Context: an optimization exercise on an open-source flow, tuned for small area. The choices shown serve that exercise and are no tape-out recipe. The RTL was checked by simulation tests, not by an equivalence proof against the original design. The flow treats the clock pin as an ideal source. Dropping or thinning the clock tree relies on that and would not hold on a real chip. No activity file was given, so power comes from the tool's default toggle rates.

Design atsc_dc_blocker, start of the top module:
module atsc_dc_blocker #(
    parameter int LOG2_LEN = 6,
    parameter int SR_CTRL  = 132
) (
    input  logic        ce_clk,
    input  logic        ce_rst,
    input  logic        set_stb,
    input  logic [7:0]  set_addr,
    input  logic [31:0] set_data,
    input  logic [31:0] in_tdata,
    input  logic        in_tlast,
    input  logic        in_tvalid,
    output logic        in_tready,
    output logic [31:0] out_tdata,
    output logic        out_tlast,
    output logic        out_tvalid,
    input  logic        out_tready
);
For scale: ~2100 flip-flops, about 110 I/O pins, roughly 0.068 mm2 of cells after synthesis.
clock: 8.0 ns
lec_check: 0
cap_margin: 0
core_margin: 2
core_utilization: 73
slew_margin: 0
standard.sh (not shown) runs the stock make flow with config.mk's settings and CLKGATE_MAP_FILE= SYNTH_SCRIPT=/design/flow/synth_recipe.tcl, a recipe that flattens the netlist after the stock synthesis.
==> flow/flow/run.sh <==
#!/bin/bash
# Layout flow: the standard flow (standard.sh) with two nets buffered by hand, through
# ORFS's step hooks (ORFS reads the hooks and settings below from the environment).
# - Clock: before ORFS's CTS step, flow/clock_tree.tcl (hook flow/cts_hook.tcl) clusters the
#   flip-flops by recursive bisection of their placement and drives each cluster from one
#   clock buffer at its centre; the leaf buffers are driven the same way by a balanced tree
#   whose top buffers the clock port drives, so every flip-flop is the same number of buffers
#   from the port. The two lowest levels are inverters, so the flip-flops see the clock's
#   own polarity. Buffers are sized to keep the flip-flop clock-pin slew low, and after
#   legalisation flow/cts_post_hook.tcl upsizes any that are still over the limit.
#   ORFS's clock_tree_synthesis call is skipped.
# - Sample-accept net (the enable of every window register): before ORFS's resize step,
#   flow/enable_tree.tcl (hook flow/resize_hook.tcl) replaces the buffers placement put on
#   it with a two-level tree over placement clusters.
# - Ports get one-unit buffers.
# standard.sh's output goes to standard.log; each ORFS step keeps its own log under orfs/logs.
set -e
HERE=$(cd "$(dirname "${BASH_SOURCE[0]}")" && pwd)
export PRE_CTS_TCL="$HERE/cts_hook.tcl"
export POST_CTS_TCL="$HERE/cts_post_hook.tcl"
export CT_LEVELS="sky130_fd_sc_hd__inv_8:24:70 sky130_fd_sc_hd__inv_16:8 sky130_fd_sc_hd__clkbuf_16:6 sky130_fd_sc_hd__clkbuf_16:4"
export CT_ROOT_MAX=4
export CT_SLEW_LEAF=0.116
export CT_SLEW_MID=0.100
export CT_FIX_LEAF=0.118
export CT_FIX_MID=0.130
export PRE_RESIZE_TCL="$HERE/resize_hook.tcl"
export DT_LEVELS="sky130_fd_sc_hd__buf_6:200 sky130_fd_sc_hd__buf_8:40"
export BUFFER_PORTS_ARGS="-buffer_cell sky130_fd_sc_hd__buf_1"
bash standard.sh > standard.log 2>&1
==> flow/flow/cts_post_hook.tcl <==
for {set round 0} {$round < 4} {incr round} {
  estimate_parasitics -placement
  if {[ct_fix] == 0} { break }
  detailed_placement
  check_placement -verbose
}
estimate_parasitics -placement
set mx 0
foreach pin [all_registers -clock_pins -edge_triggered] {
  set s [get_property $pin slew_max]
  if {$s > $mx} { set mx $s }
}
puts "clock tree: largest flip-flop clock-pin slew after CTS $mx"
Other scripts of this flow, unchanged in this note and not shown: flow/flow/clock_tree.tcl, flow/flow/cts_hook.tcl, flow/flow/enable_tree.tcl, flow/flow/resize_hook.tcl
==> next run, changes <==
--- a/flow/flow/run.sh
+++ b/flow/flow/run.sh
@@ -21 +21 @@
-export CT_LEVELS="sky130_fd_sc_hd__inv_8:24:70 sky130_fd_sc_hd__inv_16:8 sky130_fd_sc_hd__clkbuf_16:6 sky130_fd_sc_hd__clkbuf_16:4"
+export CT_LEVELS="sky130_fd_sc_hd__inv_8:24:70 sky130_fd_sc_hd__inv_12:6 sky130_fd_sc_hd__clkbuf_16:6 sky130_fd_sc_hd__clkbuf_16:4"
==> flow/flow/cts_post_hook.tcl (replaced) <==
# POST_CTS_TCL hook for ORFS's cts.tcl: after legalisation, upsize any clock buffer whose
# loads' slew is over limit (ct_fix in clock_tree.tcl), then legalise again.
estimate_parasitics -placement
if {[ct_fix] > 0} {
  detailed_placement
  check_placement -verbose
  estimate_parasitics -placement
}
set mx 0
foreach pin [all_registers -clock_pins -edge_triggered] {
  set s [get_property $pin slew_max]
  if {$s > $mx} { set mx $s }
}
puts "clock tree: largest flip-flop clock-pin slew after CTS $mx"
CORE_UTILIZATION = 70   (was 73)
Effect:
- The changed run completed with no timing, DRC or antenna violations
- first-iteration DRC count rises by a few percent
- final cell count increases slightly
- synthesized area does not change
No run of this note takes its clock network from TritonCTS; it comes from the design's own scripts or RTL.

* * *

north:
Another version of the RTL of atsc_dc_blocker (not shown whole).
Size: roughly 2700 cells after synthesis, about 2100 flip-flops.
Design atsc_dc_blocker, start of the top module:
module atsc_dc_blocker #(
    parameter int LOG2_LEN = 6,
    parameter int SR_CTRL  = 132
) (
    input  logic        ce_clk,
    input  logic        ce_rst,
    input  logic        set_stb,
    input  logic [7:0]  set_addr,
    input  logic [31:0] set_data,
    input  logic [31:0] in_tdata,
    input  logic        in_tlast,
    input  logic        in_tvalid,
    output logic        in_tready,
    output logic [31:0] out_tdata,
    output logic        out_tlast,
    output logic        out_tvalid,
    input  logic        out_tready
);
export LEC_CHECK = 0
export CAP_MARGIN = 0
export CORE_MARGIN = 2
export CORE_UTILIZATION = 80
export PLACE_DENSITY = 0.85
export SLEW_MARGIN = 0
create_clock -name core_clock -period 8.0 [get_ports {ce_clk}]
==> flow/flow/run.sh <==
#!/bin/bash
# Layout flow: the standard flow (standard.sh), with the clock tree built from smaller
# clock buffers in larger clusters and no dummy loads, and one-unit buffers on the ports.
# ORFS reads CTS_ARGS and BUFFER_PORTS_ARGS from the environment.
set -e
export CTS_ARGS="-sink_clustering_enable -repair_clock_nets -dont_use_dummy_load -buf_list sky130_fd_sc_hd__clkbuf_8 -sink_clustering_buffer sky130_fd_sc_hd__clkbuf_8 -sink_clustering_size 20 -sink_clustering_max_diameter 45"
export BUFFER_PORTS_ARGS="-buffer_cell sky130_fd_sc_hd__buf_1"
bash standard.sh > standard.log 2>&1
north did not finish: a tool error stopped it during 3_5_place_dp.
> inputs changed (north -> south)
- CORE_UTILIZATION: 80 -> 70
- PLACE_DENSITY: 0.85 -> unset
- SLEW_MARGIN: 0 -> 20
- CAP_MARGIN: 0 -> 20
==> flow/flow/run.sh <==
#!/bin/bash
# Layout flow: the standard flow (standard.sh), with the clock tree built from smaller
# clock buffers in larger clusters and no dummy loads, and one-unit buffers on the ports.
# ORFS reads CTS_ARGS and BUFFER_PORTS_ARGS from the environment.
set -e
export CTS_ARGS="-sink_clustering_enable -repair_clock_nets -dont_use_dummy_load -buf_list sky130_fd_sc_hd__clkbuf_8 -sink_clustering_size 18 -sink_clustering_max_diameter 40"
export BUFFER_PORTS_ARGS="-buffer_cell sky130_fd_sc_hd__buf_1"
bash standard.sh > standard.log 2>&1
Notes after the runs:
Having completed the whole flow, south delivered a layout that passed the timing, DRC and antenna checks.
Going from north to south, number of placement rows increased 7; initial cell density of the core decreased 9.8 points.
Summary of south over north: width of the die rose by 6.8%; number of synthesized flops with an enable pin stayed essentially flat.
Mux cell area share after synthesis of south is on par with north.
Diff north..south | adder-cell share of the synthesized area | negligible
For east, these inputs were changed with respect to south:
- changing CAP_MARGIN from 20 to 0
- changing SLEW_MARGIN from 20 to 0
==> flow/flow/run.sh <==
#!/bin/bash
# Layout flow: the standard flow (standard.sh), with the clock tree built from smaller
# clock buffers in larger clusters and no dummy loads, and one-unit buffers on the ports.
# ORFS reads CTS_ARGS and BUFFER_PORTS_ARGS from the environment.
set -e
export CTS_ARGS="-sink_clustering_enable -repair_clock_nets -dont_use_dummy_load -buf_list sky130_fd_sc_hd__clkbuf_8 -sink_clustering_buffer sky130_fd_sc_hd__clkbuf_8 -sink_clustering_size 20 -sink_clustering_max_diameter 45"
export BUFFER_PORTS_ARGS="-buffer_cell sky130_fd_sc_hd__buf_1"
bash standard.sh > standard.log 2>&1
Findings:
east ends up with higher minimum hold slack than south does. east vs south, final routed wirelength across all metal layers went down by 0.95%. [diff] internal power contribution, east relative to south: improvement.

* * *

RTL: one of the versions met above, not the one the previous note started from.
Size in the first run: ~2600 cells after synthesis, ~2100 flip-flops, about 110 I/O pins, about 68000 um^2 of cells after synthesis.
export LEC_CHECK = 0
export CAP_MARGIN = 0
export CORE_MARGIN = 2
export CORE_UTILIZATION = 75
export SLEW_MARGIN = 0
create_clock -name core_clock -period 8.0 [get_ports {ce_clk}]
==> flow/flow/run.sh <==
#!/bin/bash
# Layout flow: the standard flow (standard.sh) with two nets buffered by hand, through
# ORFS's step hooks (ORFS reads the hooks and settings below from the environment).
# - Clock: before ORFS's CTS step, flow/clock_tree.tcl (hook flow/cts_hook.tcl) clusters the
#   flip-flops by recursive bisection of their placement and drives each cluster from one
#   clock buffer at its centre; the leaf buffers are driven the same way by a balanced tree
#   whose top buffers the clock port drives, so every flip-flop is the same number of buffers
#   from the port. Buffers are sized to keep the flip-flop clock-pin slew low, and after
#   legalisation flow/cts_post_hook.tcl upsizes any that are still over the limit.
#   ORFS's clock_tree_synthesis call is skipped.
# - Sample-accept net (the enable of every window register): before ORFS's resize step,
#   flow/enable_tree.tcl (hook flow/resize_hook.tcl) replaces the buffers placement put on
#   it with a two-level tree over placement clusters.
# - Ports get one-unit buffers.
# standard.sh's output goes to standard.log; each ORFS step keeps its own log under orfs/logs.
set -e
HERE=$(cd "$(dirname "${BASH_SOURCE[0]}")" && pwd)
export PRE_CTS_TCL="$HERE/cts_hook.tcl"
export POST_CTS_TCL="$HERE/cts_post_hook.tcl"
export CT_LEVELS="sky130_fd_sc_hd__clkbuf_8:20:60 sky130_fd_sc_hd__clkbuf_8:8 sky130_fd_sc_hd__clkbuf_16:6 sky130_fd_sc_hd__clkbuf_16:4"
export CT_ROOT_MAX=4
export CT_SLEW_LEAF=0.116
export CT_SLEW_MID=0.100
export CT_FIX_LEAF=0.118
export CT_FIX_MID=0.130
export PRE_RESIZE_TCL="$HERE/resize_hook.tcl"
export DT_LEVELS="sky130_fd_sc_hd__buf_6:200 sky130_fd_sc_hd__buf_8:40"
export BUFFER_PORTS_ARGS="-buffer_cell sky130_fd_sc_hd__buf_1"
bash standard.sh > standard.log 2>&1
Other scripts of this flow, unchanged in this note and not shown: flow/flow/clock_tree.tcl, flow/flow/cts_hook.tcl, flow/flow/cts_post_hook.tcl, flow/flow/enable_tree.tcl, flow/flow/resize_hook.tcl
Rerun with:
Settings changed: CORE_UTILIZATION 75 to 70.
Result: The changed run completed with no timing, DRC or antenna violations. Clock skew is about the same. Worst hold slack degrades by 0.0047 ns. Synthesized area is unchanged. Design area stays flat. Setup slack loses 0.037 ns. Final cell count is higher by a few percent. Total power increases slightly. Register-to-register slack degrades by 0.08 ns.
In every run of this note, the design's own scripts or RTL, not TritonCTS, make the clock network.

* * *

The RTL this note starts from:
==> flow/design.v <==
module atsc_dc_blocker #(
    parameter int LOG2_LEN = 6,
    parameter int SR_CTRL  = 132
) (
    input  logic        ce_clk,
    input  logic        ce_rst,
    input  logic        set_stb,
    input  logic [7:0]  set_addr,
    input  logic [31:0] set_data,
    input  logic [31:0] in_tdata,
    input  logic        in_tlast,
    input  logic        in_tvalid,
    output logic        in_tready,
    output logic [31:0] out_tdata,
    output logic        out_tlast,
    output logic        out_tvalid,
    input  logic        out_tready
);
    localparam int N  = 1 << LOG2_LEN;
    localparam int SW = 16 + LOG2_LEN;
    localparam logic [7:0] CTRL_ADDR = 8'(SR_CTRL);
    localparam int KS = 11;   
    localparam int KD = 9;    
    function automatic logic [SW-1:0] csadd(input logic [SW-1:0] a, input logic [SW-1:0] b,
                                            input logic cin, input int K);
        logic c, h, run;
        logic [SW-1:0] r;
        c = cin;
        h = 1'b0;
        for (int k = 0; k < SW; k++) begin
            if (k == K) begin
                h = c;
                c = 1'b0;
            end
            r[k] = a[k] ^ b[k] ^ c;
            c    = (a[k] & b[k]) | (c & (a[k] ^ b[k]));
        end
        run = 1'b1;
        for (int k = 0; k < SW; k++) begin
            if (k < K) begin
                csadd[k] = r[k];
            end else begin
                csadd[k] = r[k] ^ (h & run);
                run      = run & r[k];
            end
        end
    endfunction
    function automatic logic [SW+15:0] comp(input logic [15:0] x, input logic [SW-1:0] base,
                                            input logic mean_en, input logic [15:0] nold);
        logic [SW-1:0] s, c, t, r;
        logic [15:0]   mean, xo, mo, no, res;
        mean = base[SW-1:LOG2_LEN] & {16{mean_en}};
        xo   = x ^ 16'h8000;
        mo   = ~(mean ^ 16'h8000);
        no   = nold ^ 16'h8000;
        r    = csadd({{(SW-16){1'b0}}, xo}, {{(SW-16){1'b0}}, mo}, 1'b1, KD);
        if (r[16] == r[15]) res = r[16] ? 16'h7fff : 16'h8000;
        else                res = r[15:0];
        for (int k = 0; k < 16; k++) begin
            s[k] = base[k] ^ xo[k] ^ no[k];
            c[k] = (base[k] & xo[k]) | (base[k] & no[k]) | (xo[k] & no[k]);
        end
        s[SW-1:16] = base[SW-1:16];
        t = csadd(s, {{(SW-16){~c[15]}}, c[14:0], 1'b1}, 1'b0, KS);
        comp = {res, t};
    endfunction
    function automatic logic [5:0] lfsr_next(input logic [5:0] v);
        lfsr_next = {v[4:0], v[5] ^ v[4]};
    endfunction
    localparam logic [5:0] CNT_ONE = 6'b000001;   
    function automatic logic [5:0] lfsr_after(input int n);
        logic [5:0] v;
        v = CNT_ONE;
        for (int k = 0; k < n; k++) v = lfsr_next(v);
        lfsr_after = v;
    endfunction
    localparam logic [5:0] CNT_LAST = lfsr_after(62);
    logic                    out_tvalid_q;
    logic [31:0]             out_tdata_q;
    logic                    out_tlast_q;
    logic [SW-1:0]           sum_i_q, sum_q_q;
    logic [5:0]              cnt_q;
    logic                    full_q;
    logic                    bypass_q;
    logic                    clear_q;
    logic [31:0]             win [N];
    logic                    accept, ctrl_wr, old_vld;
    logic [SW-1:0]           base_i, base_q;
    logic [15:0]             nold_i, nold_q;
    logic [SW+15:0]          r_i, r_q;
    logic                    unused_bits;
    assign in_tready  = ~out_tvalid_q | out_tready;
    assign accept     = in_tvalid & in_tready;
    assign ctrl_wr    = set_stb & (set_addr == CTRL_ADDR);
    assign out_tdata  = out_tdata_q;
    assign out_tlast  = out_tlast_q;
    assign out_tvalid = out_tvalid_q;
    assign old_vld = full_q & ~clear_q;
    assign base_i  = clear_q ? '0 : sum_i_q;
    assign base_q  = clear_q ? '0 : sum_q_q;
    assign nold_i  = ~({16{old_vld}} & win[N-1][31:16]);
    assign nold_q  = ~({16{old_vld}} & win[N-1][15:0]);
    assign r_i     = comp(in_tdata[31:16], base_i, ~bypass_q, nold_i);
    assign r_q     = comp(in_tdata[15:0],  base_q, ~bypass_q, nold_q);
    assign unused_bits = ^{set_data[31:2]};
    always_ff @(posedge ce_clk or posedge ce_rst) begin
        if (ce_rst) begin
            out_tvalid_q <= 1'b0;
            bypass_q     <= 1'b0;
            clear_q      <= 1'b1;
        end else begin
            out_tvalid_q <= accept | (out_tvalid_q & ~out_tready);
            if (ctrl_wr) bypass_q <= set_data[0];
            clear_q      <= (ctrl_wr & set_data[1]) | (clear_q & ~accept);
        end
    end
    always_ff @(posedge ce_clk) begin
        if (accept) begin
            out_tdata_q <= {r_i[SW+15:SW], r_q[SW+15:SW]};
            out_tlast_q <= in_tlast;
            sum_i_q     <= r_i[SW-1:0];
            sum_q_q     <= r_q[SW-1:0];
            cnt_q       <= clear_q ? CNT_ONE : lfsr_next(cnt_q);
            full_q      <= ~clear_q & (full_q | (cnt_q == CNT_LAST));
            win[0]      <= in_tdata;
            for (int k = 1; k < N; k++) win[k] <= win[k-1];
        end
    end
endmodule
Settings: LEC_CHECK=0, CAP_MARGIN=0, CORE_MARGIN=2, CORE_UTILIZATION=70, GPL_TIMING_DRIVEN=0, SLEW_MARGIN=0; clock period 8.0 ns.
==> flow/flow/run.sh <==
#!/bin/bash
# Layout flow: the standard flow (standard.sh), with the clock tree built from smaller
# clock buffers in larger clusters and no dummy loads, and one-unit buffers on the ports.
# ORFS reads CTS_ARGS and BUFFER_PORTS_ARGS from the environment.
set -e
export CTS_ARGS="-sink_clustering_enable -repair_clock_nets -dont_use_dummy_load -buf_list sky130_fd_sc_hd__clkbuf_8 -sink_clustering_buffer sky130_fd_sc_hd__clkbuf_8 -sink_clustering_size 20 -sink_clustering_max_diameter 45"
export BUFFER_PORTS_ARGS="-buffer_cell sky130_fd_sc_hd__buf_1"
bash standard.sh > standard.log 2>&1
==> next run, changes <==
Settings changed: GPL_TIMING_DRIVEN 0 to not set.
=> Non-clock buffer count is lower by 16. Routed wire length hardly moves. Final area is lower by 0.71%. Maximum frequency is higher by 2.4%. Global-route usage is lower by 0.14 points. Hold slack got worse by 0.018 ns.

[separate check: timing with driven ports]
The flow's constraints put no driver on any port. The routed layouts listed below were extracted and timed again, unchanged, in two steps.
Step 1: set_driving_cell puts a clkbuf_16 on ce_clk and a buf_2 on each other input, an assumption about the parent block.
Step 2 adds t to the input delays and takes it off the output delays; t is the mean of the earliest and latest rising clock arrival at the registers after step 1. Input paths then give back, and output paths get back, about the clock's delay inside the block.
a / b / c = ideal / step 1 / step 2; a / b = the first two.
run	t, ns	setup WS [ns]	slew at the worst register clock pin (ns)	worst data-port slew with drivers (ns)	cell pins on the clock port's net
the first run of note 1	0.595	0.471 / 0.471 / -0.016	0.11 / 0.11	0.10	3
the second run of note 1	0.619	0.333 / 0.332 / -0.120	0.12 / 0.12	0.07	3
south	0.895	1.441 / 1.441 / 0.670	0.10 / 0.10	0.10	1
east	0.877	1.433 / 1.433 / 0.697	0.11 / 0.11	0.10	1
the first run of note 3	0.660	0.439 / 0.485 / -0.129	0.11 / 0.11	0.08	3
the second run of note 3	0.668	0.402 / 0.402 / -0.129	0.11 / 0.11	0.07	3
the first run of note 4	0.859	1.121 / 1.121 / 0.699	0.11 / 0.11	0.09	1
the second run of note 4	0.882	1.283 / 1.283 / 0.867	0.11 / 0.11	0.10	1
With both steps, setup timing fails in the first run of note 1, the second run of note 1, the first run of note 3 and the second run of note 3, where it was met with ideal ports. For south, which loses most, drivers alone change the setup slack by 0.000 ns; drivers and shift together by -0.771 ns.
